What follows belongs to an exercise in optimizing a design on an open flow for small area, a short achievable clock period and few clock cycles per item; a production flow would make more cautious choices.
RTL that was checked went through simulation tests only; none was proved equivalent to the original.
No activity file was given, so power comes from the tool's default toggle rates.

Setup of job 102:
==> flow/design.v (excerpt) <==
module priority_semaphore_bank_top (
    input  logic         aclk,
    input  logic         aresetn,
    input  logic         s_tvalid,
    output logic         s_tready,
    input  logic [47:0]  s_tdata,
    output logic         m_tvalid,
    input  logic         m_tready,
    output logic [15:0]  m_tdata,
    input  logic         cfg_valid,
    output logic         cfg_ready,
    input  logic [0:0]   cfg_index,
    input  logic [63:0]  cfg_data
);
    typedef struct packed {
        logic [2:0] sem;
        logic [4:0] pidx;
        logic       op_wait;
        logic       op_block;
        logic       op_sig;
        logic       op_res;
    } req_t;
    logic       r_vld, x_vld, o0_vld, o1_vld;
    req_t       r_req, x_req, s_req;
    logic [8:0] o0, o1, rsp;
    logic       s_fire, x_fire, r_move, o_pop;
    logic [1:0] mode;
    logic [5:0] prio;
    logic       prio_ok, tmo_nz;
    logic [1:0] status;
    logic       rel_valid;
    logic [5:0] rel_prio;
    assign mode    = s_tdata[1:0];
    assign prio    = s_tdata[10:5];
    assign tmo_nz  = |s_tdata[42:11];
    assign prio_ok = (prio != 6'd0) && (prio <= 6'd32);
    assign s_req.sem      = s_tdata[4:2];
    assign s_req.pidx     = prio[4:0] - 5'd1;
    assign s_req.op_wait  = (mode == 2'd0);
    assign s_req.op_block = (mode == 2'd0) && tmo_nz && prio_ok;
    assign s_req.op_sig   = (mode == 2'd1);
    assign s_req.op_res   = (mode == 2'd2) && prio_ok;
    assign cfg_ready = 1'b1;
    assign x_fire   = x_vld && !o1_vld;
    assign r_move   = r_vld && (!x_vld || x_fire);
    assign s_tready = !r_vld || !x_vld || x_fire;
    assign s_fire   = s_tvalid && s_tready;
    assign o_pop    = o0_vld && m_tready;
    always_ff @(posedge aclk) begin
        if (!aresetn) begin
            r_vld  <= 1'b0;
            x_vld  <= 1'b0;
            o0_vld <= 1'b0;
            o1_vld <= 1'b0;
        end else begin
            r_vld <= s_fire || (r_vld && !r_move);
  ...
Size in the first run: ~1700 cells after synthesis, roughly 490 flip-flops.
Settings: LEC_CHECK=0, CAP_MARGIN=20, CORE_MARGIN=2, CORE_UTILIZATION=40, SETUP_SLACK_MARGIN=2.5, SLEW_MARGIN=20; clock period 5.0 ns.
run.sh (not shown) runs the stock make flow with config.mk's settings and CLKGATE_MAP_FILE= SYNTH_SCRIPT=/design/flow/synth_recipe.tcl, a recipe that flattens the netlist after the stock synthesis.
## Diff of input files: job 103 against job 102
- a deleted SETUP_SLACK_MARGIN that had been 2.5
Results
- Post-layout minimum cycle time in job 103 is 1080 ps higher than in job 102
- Comparing worst setup slack for job 103 and job 102, the bigger number came from job 102.
- Non-clock buffer count (higher): job 102
- | first-pass GRT wire length | job 103 vs job 102 | better |
- The lower final layout net count of job 103 and job 102 is in job 103.
No run of this note included a check of the RTL's function; only the layout flow was run.


Another version of the RTL of priority_semaphore_bank_top (not shown whole).
Size: ~520 flip-flops, about 0.022 mm^2 of cells after synthesis.
clock: 5.0 ns
lec_check: 0
cap_margin: 20
core_margin: 2
core_utilization: 40
cts_buf_list: sky130_fd_sc_hd__clkbuf_8
cts_cluster_diameter: 80
cts_cluster_size: 16
setup_slack_margin: 2.7
slew_margin: 20
standard.sh (not shown) runs the stock make flow with config.mk's settings and CLKGATE_MAP_FILE= SYNTH_SCRIPT=/design/flow/synth_recipe.tcl, a recipe that flattens the netlist after the stock synthesis.
==> flow/flow/run.sh <==
#!/bin/bash
# Own layout flow: the standard ORFS flow (standard.sh: the unchanged
# synthesis script and registers, the design's clock and constraints), with
# two settings added on the make command line:
#  - the slow OR3 / OR4 / AND4 / MUX4 cells are marked don't-use, on top of the platform's
#    own list, so synthesis and repair build wide ORs from faster gates;
#  - the port buffers that buffer_ports inserts on every input and output are
#    sky130_fd_sc_hd__buf_2.
# make's output goes to standard.log in the work folder; ORFS writes each
# step's tool log under orfs/logs/.
set -euo pipefail
cd "$(dirname "$0")/.."

PLATFORM_DONT_USE="$(sed -n '/^export DONT_USE_CELLS += /,/^#/p' "$FLOW_HOME/platforms/sky130hd/config.mk" \
  | sed -e 's/export DONT_USE_CELLS += //' -e 's/\\//g' -e 's/^#.*//' | tr -s ' \n' ' ')"

EXTRA=""
for c in or3_1 or3_2 or3_4 or3b_1 or3b_2 or3b_4 \
         or4_1 or4_2 or4_4 or4b_1 or4b_2 or4b_4 or4bb_1 or4bb_2 or4bb_4 \
         mux4_1 mux4_2 mux4_4 and4_1 and4_2 and4_4 and4b_1 and4b_2 and4b_4 and4bb_1 and4bb_2 and4bb_4; do
  EXTRA="$EXTRA sky130_fd_sc_hd__$c"
done

echo "DONT_USE_CELLS=$PLATFORM_DONT_USE $EXTRA" > dont_use.txt
bash standard.sh "DONT_USE_CELLS=$PLATFORM_DONT_USE $EXTRA" \
  "BUFFER_PORTS_ARGS=-buffer_cell sky130_fd_sc_hd__buf_2" finish > standard.log 2>&1
The baseline completed without violations.
Testbench counts at the start, summed over its fixed seeds: cycles 19,296, items 19,200.
Change:
--- a/flow/flow/run.sh
+++ b/flow/flow/run.sh
@@ -4,3 +4,3 @@
 # two settings added on the make command line:
-#  - the slow OR3 / OR4 / AND4 / MUX4 cells are marked don't-use, on top of the platform's
+#  - the slow OR3 / OR4 cells are marked don't-use, on top of the platform's
 #    own list, so synthesis and repair build wide ORs from faster gates;
@@ -18,4 +18,3 @@
 for c in or3_1 or3_2 or3_4 or3b_1 or3b_2 or3b_4 \
-         or4_1 or4_2 or4_4 or4b_1 or4b_2 or4b_4 or4bb_1 or4bb_2 or4bb_4 \
-         mux4_1 mux4_2 mux4_4 and4_1 and4_2 and4_4 and4b_1 and4b_2 and4b_4 and4bb_1 and4bb_2 and4bb_4; do
+         or4_1 or4_2 or4_4 or4b_1 or4b_2 or4b_4 or4bb_1 or4bb_2 or4bb_4; do
   EXTRA="$EXTRA sky130_fd_sc_hd__$c"
--- a/flow/config.mk
+++ b/flow/config.mk
@@ -13,3 +13,3 @@
 export CTS_CLUSTER_SIZE = 16
-export SETUP_SLACK_MARGIN = 2.7
+export SETUP_SLACK_MARGIN = 2.6
 export SLEW_MARGIN = 20
Result:
- The changed run finished with timing, DRC and antenna clean
- cell count hardly moves
- worst hold slack improved by 0.0057 ns
- worst setup slack got worse by 0.12 ns
- synthesized area is about the same
- sequential cell count stays the same
- via count decreases by 2.0%
- register-to-register slack got worse by 0.12 ns
- fmax decreases by 4.7%
Change:
--- a/flow/config.mk
+++ b/flow/config.mk
@@ -10,6 +10,6 @@
 export CORE_UTILIZATION = 40
-export CTS_BUF_LIST = sky130_fd_sc_hd__clkbuf_8
+export CTS_BUF_LIST = sky130_fd_sc_hd__clkbuf_16
 export CTS_CLUSTER_DIAMETER = 80
-export CTS_CLUSTER_SIZE = 16
-export SETUP_SLACK_MARGIN = 2.6
+export CTS_CLUSTER_SIZE = 24
+export SETUP_SLACK_MARGIN = 2.7
 export SLEW_MARGIN = 20
After rerunning: The new run produced a clean layout. Design area stays flat. Via count grows by 0.47%. Flip-flop and latch count is unchanged. Utilization grows by 0.13 points. Die area is unchanged. Synthesized area does not change.
Change:
--- a/flow/config.mk
+++ b/flow/config.mk
@@ -10,5 +10,6 @@
 export CORE_UTILIZATION = 40
-export CTS_BUF_LIST = sky130_fd_sc_hd__clkbuf_16
+export CTS_BUF_LIST = sky130_fd_sc_hd__clkbuf_8
 export CTS_CLUSTER_DIAMETER = 80
-export CTS_CLUSTER_SIZE = 24
+export CTS_CLUSTER_SIZE = 16
+export PLACE_DENSITY = 0.7
 export SETUP_SLACK_MARGIN = 2.7
The changed run ran to the end with no violations.
Die area does not change.
Cell count grows by 1.7%.
Final area grows by about 1%.
Change:
--- a/flow/flow/run.sh
+++ b/flow/flow/run.sh
@@ -4,3 +4,3 @@
 # two settings added on the make command line:
-#  - the slow OR3 / OR4 cells are marked don't-use, on top of the platform's
+#  - the slow OR3 / OR4 / NOR4 cells are marked don't-use, on top of the platform's
 #    own list, so synthesis and repair build wide ORs from faster gates;
@@ -18,3 +18,4 @@
 for c in or3_1 or3_2 or3_4 or3b_1 or3b_2 or3b_4 \
-         or4_1 or4_2 or4_4 or4b_1 or4b_2 or4b_4 or4bb_1 or4bb_2 or4bb_4; do
+         or4_1 or4_2 or4_4 or4b_1 or4b_2 or4b_4 or4bb_1 or4bb_2 or4bb_4 \
+         nor4_1 nor4_2 nor4_4 nor4b_1 nor4b_2 nor4b_4 nor4bb_1 nor4bb_2 nor4bb_4; do
   EXTRA="$EXTRA sky130_fd_sc_hd__$c"
--- a/flow/config.mk
+++ b/flow/config.mk
@@ -13,3 +13,2 @@
 export CTS_CLUSTER_SIZE = 16
-export PLACE_DENSITY = 0.7
 export SETUP_SLACK_MARGIN = 2.7
Result: Worst hold slack hardly moves. Area after synthesis increases by 0.63%. Total power is about the same. Global-route usage stays flat. Clock-buffer cell count fell by 1.
Change:
==> flow/flow/run.sh (replaced) <==
#!/bin/bash
# Own layout flow: the standard ORFS flow (standard.sh: the unchanged
# synthesis script and registers, the design's clock and constraints), with
# one setting added on the make command line: the port buffers that
# buffer_ports inserts on every input and output are sky130_fd_sc_hd__buf_2.
# make's output goes to standard.log in the work folder; ORFS writes each
# step's tool log under orfs/logs/.
set -euo pipefail
cd "$(dirname "$0")/.."
bash standard.sh "BUFFER_PORTS_ARGS=-buffer_cell sky130_fd_sc_hd__buf_2" finish > standard.log 2>&1
--- a/flow/config.mk
+++ b/flow/config.mk
@@ -13,3 +13,3 @@
 export CTS_CLUSTER_SIZE = 16
-export SETUP_SLACK_MARGIN = 2.7
+export SETUP_SLACK_MARGIN = 2.5
 export SLEW_MARGIN = 20
Effect: Wire length goes down by a few percent; final area drops slightly; register-to-register slack is worse by 0.17 ns.


The RTL this note starts from:
==> flow/design.v <==
package psb_pkg;
    localparam int NUM_SEM    = 8;
    localparam int MAX_TASKS  = 32;
    localparam int CNT_W      = 16;
    localparam int S_TDATA_W  = 48;
    localparam int M_TDATA_W  = 16;
    localparam int CFG_DATA_W = 64;
    localparam logic [1:0] ST_OK      = 2'd0;
    localparam logic [1:0] ST_BLOCKED = 2'd1;
    localparam logic [1:0] ST_REFUSED = 2'd2;
    localparam logic [1:0] ST_TIMEOUT = 2'd3;
endpackage
module psb_prienc (
    input  logic [31:0] vec,
    output logic [31:0] top,
    output logic [5:0]  prio
);
    logic [31:0] above;    
    always_comb begin
        above[31] = 1'b0;
        for (int i = 30; i >= 0; i--) begin
            above[i] = above[i+1] | vec[i+1];
        end
        top = vec & ~above;
        prio = '0;
        for (int i = 0; i < 32; i++) begin
            prio = prio | ({6{top[i]}} & 6'(i + 1));
        end
    end
endmodule
module psb_core (
    input  logic        aclk,
    input  logic        aresetn,
    input  logic        cfg_mask,     
    input  logic        cfg_counts,   
    input  logic [63:0] cfg_data,
    input  logic        op_fire,
    input  logic [2:0]  sem,
    input  logic [4:0]  pidx,
    input  logic        op_wait,      
    input  logic        op_block,     
    input  logic        op_sig,       
    input  logic        op_res,       
    output logic [1:0]  status,
    output logic        rel_valid,
    output logic [5:0]  rel_prio
);
    logic [7:0]  cmask_reg;
    logic [15:0] cnt_reg  [8];
    logic [31:0] mask_reg [8];
    logic [15:0] c;
    logic [31:0] b;
    logic        cm;
    logic        z, full, any;
    logic [31:0] pbit;
    logic [31:0] top;
    logic [5:0]  top_prio;
    logic        dec, inc;
    logic [15:0] x;
    logic [15:0] tog;
    logic [15:0] cnt_new;
    logic [31:0] mask_new;
    logic        keep;         
    logic [15:0] cnt_base;
    logic [31:0] mask_wd;
    always_ff @(posedge aclk) begin
        if (!aresetn) begin
            cmask_reg <= '0;
        end else if (cfg_mask) begin
            cmask_reg <= cfg_data[7:0];
        end
    end
    assign c  = cnt_reg[sem];
    assign b  = mask_reg[sem];
    assign cm = cmask_reg[sem];
    assign z    = (c == 16'd0);
    assign full = (c == 16'hFFFF);
    assign any  = |b;
    always_comb begin
        for (int i = 0; i < 32; i++) pbit[i] = (pidx == 5'(i));
    end
    psb_prienc u_prienc (
        .vec  (b),
        .top  (top),
        .prio (top_prio)
    );
    assign dec = op_wait & ~z;
    assign inc = op_sig & ~any & (cm ? ~full : z);
    assign x   = dec ? ~c : c;
    always_comb begin
        tog[0] = 1'b1;
        for (int i = 1; i < 16; i++) tog[i] = tog[i-1] & x[i-1];
    end
    assign cnt_new = c ^ (tog & {16{dec | inc}});
    assign mask_new = (b & ~((op_sig ? top : '0) | (op_res ? pbit : '0))) |
                      ((op_block & z) ? pbit : '0);
    always_comb begin
        status = psb_pkg::ST_REFUSED;
        if (op_wait) begin
            if (!z)            status = psb_pkg::ST_OK;
            else if (op_block) status = psb_pkg::ST_BLOCKED;
        end else if (op_sig) begin
            if (any | inc)     status = psb_pkg::ST_OK;
        end else if (op_res) begin
            status = ((b & pbit) != '0) ? psb_pkg::ST_TIMEOUT : psb_pkg::ST_OK;
        end
    end
    assign rel_valid = op_sig & any;
    assign rel_prio  = op_sig ? top_prio : 6'd0;
    assign keep     = aresetn & ~cfg_counts;
    assign cnt_base = cnt_new & {16{keep}};
    assign mask_wd  = mask_new & {32{keep}};
    for (genvar s = 0; s < 8; s++) begin : g_sem
        logic        we;
        logic [7:0]  bt;
        logic [15:0] cw;
        assign bt = cfg_data[8*s +: 8];
        assign we = ~aresetn | cfg_counts | (op_fire & (sem == 3'(s)));
        assign cw[15:8] = cnt_base[15:8];
        assign cw[7:0]  = cfg_counts ?
                          {bt[7:1] & {7{cmask_reg[s]}}, cmask_reg[s] ? bt[0] : (bt != 8'd0)} :
                          cnt_base[7:0];
        always_ff @(posedge aclk) begin
            if (we) begin
                cnt_reg[s]  <= cw;
                mask_reg[s] <= mask_wd;
            end
        end
    end
endmodule
module priority_semaphore_bank_top (
    input  logic         aclk,
    input  logic         aresetn,
    input  logic         s_tvalid,
    output logic         s_tready,
    input  logic [47:0]  s_tdata,
    output logic         m_tvalid,
    input  logic         m_tready,
    output logic [15:0]  m_tdata,
    input  logic         cfg_valid,
    output logic         cfg_ready,
    input  logic [0:0]   cfg_index,
    input  logic [63:0]  cfg_data
);
    logic       in_vld_reg;
    logic       out_vld_reg;
    logic [2:0] sem_reg;
    logic [4:0] pidx_reg;
    logic       wait_reg, block_reg, sig_reg, res_reg;
    logic [1:0] st_reg;
    logic       rv_reg;
    logic [5:0] rp_reg;
    logic       advance, op_fire, s_fire;
    logic [1:0] mode;
    logic [5:0] prio;
    logic       prio_ok, tmo_nz;
    logic [1:0] status;
    logic       rel_valid;
    logic [5:0] rel_prio;
    assign mode    = s_tdata[1:0];
    assign prio    = s_tdata[10:5];
    assign tmo_nz  = |s_tdata[42:11];
    assign prio_ok = (prio != 6'd0) && (prio <= 6'd32);
    assign cfg_ready = 1'b1;
    assign advance  = !out_vld_reg || m_tready;
    assign op_fire  = in_vld_reg && advance;
    assign s_tready = !in_vld_reg || advance;
    assign s_fire   = s_tvalid && s_tready;
    always_ff @(posedge aclk) begin
        if (!aresetn) begin
            in_vld_reg  <= 1'b0;
            out_vld_reg <= 1'b0;
        end else begin
            in_vld_reg  <= s_fire || (in_vld_reg && !advance);
            out_vld_reg <= op_fire || (out_vld_reg && !m_tready);
        end
    end
    always_ff @(posedge aclk) begin
        if (s_fire) begin
            sem_reg   <= s_tdata[4:2];
            pidx_reg  <= prio[4:0] - 5'd1;
            wait_reg  <= (mode == 2'd0);
            block_reg <= (mode == 2'd0) && tmo_nz && prio_ok;
            sig_reg   <= (mode == 2'd1);
            res_reg   <= (mode == 2'd2) && prio_ok;
        end
        if (op_fire) begin
            st_reg <= status;
            rv_reg <= rel_valid;
            rp_reg <= rel_prio;
        end
    end
    psb_core u_core (
        .aclk       (aclk),
        .aresetn    (aresetn),
        .cfg_mask   (cfg_valid && (cfg_index == 1'b0)),
        .cfg_counts (cfg_valid && (cfg_index == 1'b1)),
        .cfg_data   (cfg_data),
        .op_fire    (op_fire),
        .sem        (sem_reg),
        .pidx       (pidx_reg),
        .op_wait    (wait_reg),
        .op_block   (block_reg),
        .op_sig     (sig_reg),
        .op_res     (res_reg),
        .status     (status),
        .rel_valid  (rel_valid),
        .rel_prio   (rel_prio)
    );
    assign m_tvalid = out_vld_reg;
    assign m_tdata  = {7'd0, rp_reg, rv_reg, st_reg};
endmodule
export LEC_CHECK = 0
export CAP_MARGIN = 20
export CORE_MARGIN = 2
export CORE_UTILIZATION = 40
export SLEW_MARGIN = 20
create_clock -name core_clock -period 5.0 [get_ports {aclk}]
run.sh (not shown) runs the stock make flow with config.mk's settings and CLKGATE_MAP_FILE= SYNTH_SCRIPT=/design/flow/synth_recipe.tcl, a recipe that flattens the netlist after the stock synthesis.
Stock flow here: none of the scripts above is used.
The baseline completed without violations.
Testbench counts at the start, summed over its fixed seeds: cycles 19,264, items 19,200.
Then changed:
--- a/flow/config.mk
+++ b/flow/config.mk
@@ -7,2 +7,3 @@
 export LEC_CHECK = 0
+export ABC_CLOCK_PERIOD_IN_PS = 2500
 export CAP_MARGIN = 20
@@ -10,2 +11,3 @@
 export CORE_UTILIZATION = 40
+export SETUP_SLACK_MARGIN = 2.0
 export SLEW_MARGIN = 20
The new run passed the timing, DRC and antenna checks.
Clock power fell by about 2%.
Sequential share of layout area fell by 6.6 points.
Wire length rose by 11%.
Die area is unchanged.
Power rose by 5.2%.
Global-route usage rose by 1.7 points.
Area after synthesis does not change.
Final area rose by 15%.
Cell count rose by 5.4%.
Via count rose by about 7%.

==> separate check: timing with driven ports <==
The flow's constraints put no driver on any port. The routed layouts listed below were extracted and timed again, unchanged, in two steps.
Step 1: set_driving_cell puts a clkbuf_16 on aclk and a buf_2 on each other input, an assumption about the parent block.
Step 2 adds t to the input delays and takes it off the output delays; t is the mean of the earliest and latest rising clock arrival at the registers after step 1. Input paths then give back, and output paths get back, about the clock's delay inside the block.
Slacks: ideal / step 1 / step 2; pairs: ideal / step 1.
run	shift t [ns]	slack for setup (ns)	latest minus earliest clock arrival (ns)	slew at the worst register clock pin (ns)
job 102	0.638	2.039 / 2.039 / 1.850	0.035 / 0.034	0.06 / 0.06
job 103	0.653	0.960 / 0.960 / 0.960	0.028 / 0.029	0.06 / 0.06
the first run of note 2	0.675	2.597 / 2.597 / 2.033	0.024 / 0.024	0.11 / 0.11
the second run of note 2	0.687	2.477 / 2.477 / 2.027	0.036 / 0.036	0.11 / 0.11
the third run of note 2	0.645	2.665 / 2.665 / 2.182	0.028 / 0.028	0.11 / 0.11
the fourth run of note 2	0.651	2.466 / 2.466 / 2.163	0.031 / 0.032	0.12 / 0.12
the fifth run of note 2	0.673	2.607 / 2.635 / 1.962	0.048 / 0.048	0.11 / 0.11
the sixth run of note 2	0.679	2.514 / 2.514 / 1.936	0.031 / 0.031	0.11 / 0.11
the first run of note 3	0.634	0.530 / 0.530 / 0.530	0.018 / 0.018	0.06 / 0.06
the second run of note 3	0.625	1.244 / 1.244 / 1.063	0.023 / 0.023	0.07 / 0.07
After both steps every run listed still meets setup and hold. The setup slack of the fifth run of note 2, which loses most, moves by +0.028 ns with the drivers and by -0.645 ns with both steps.
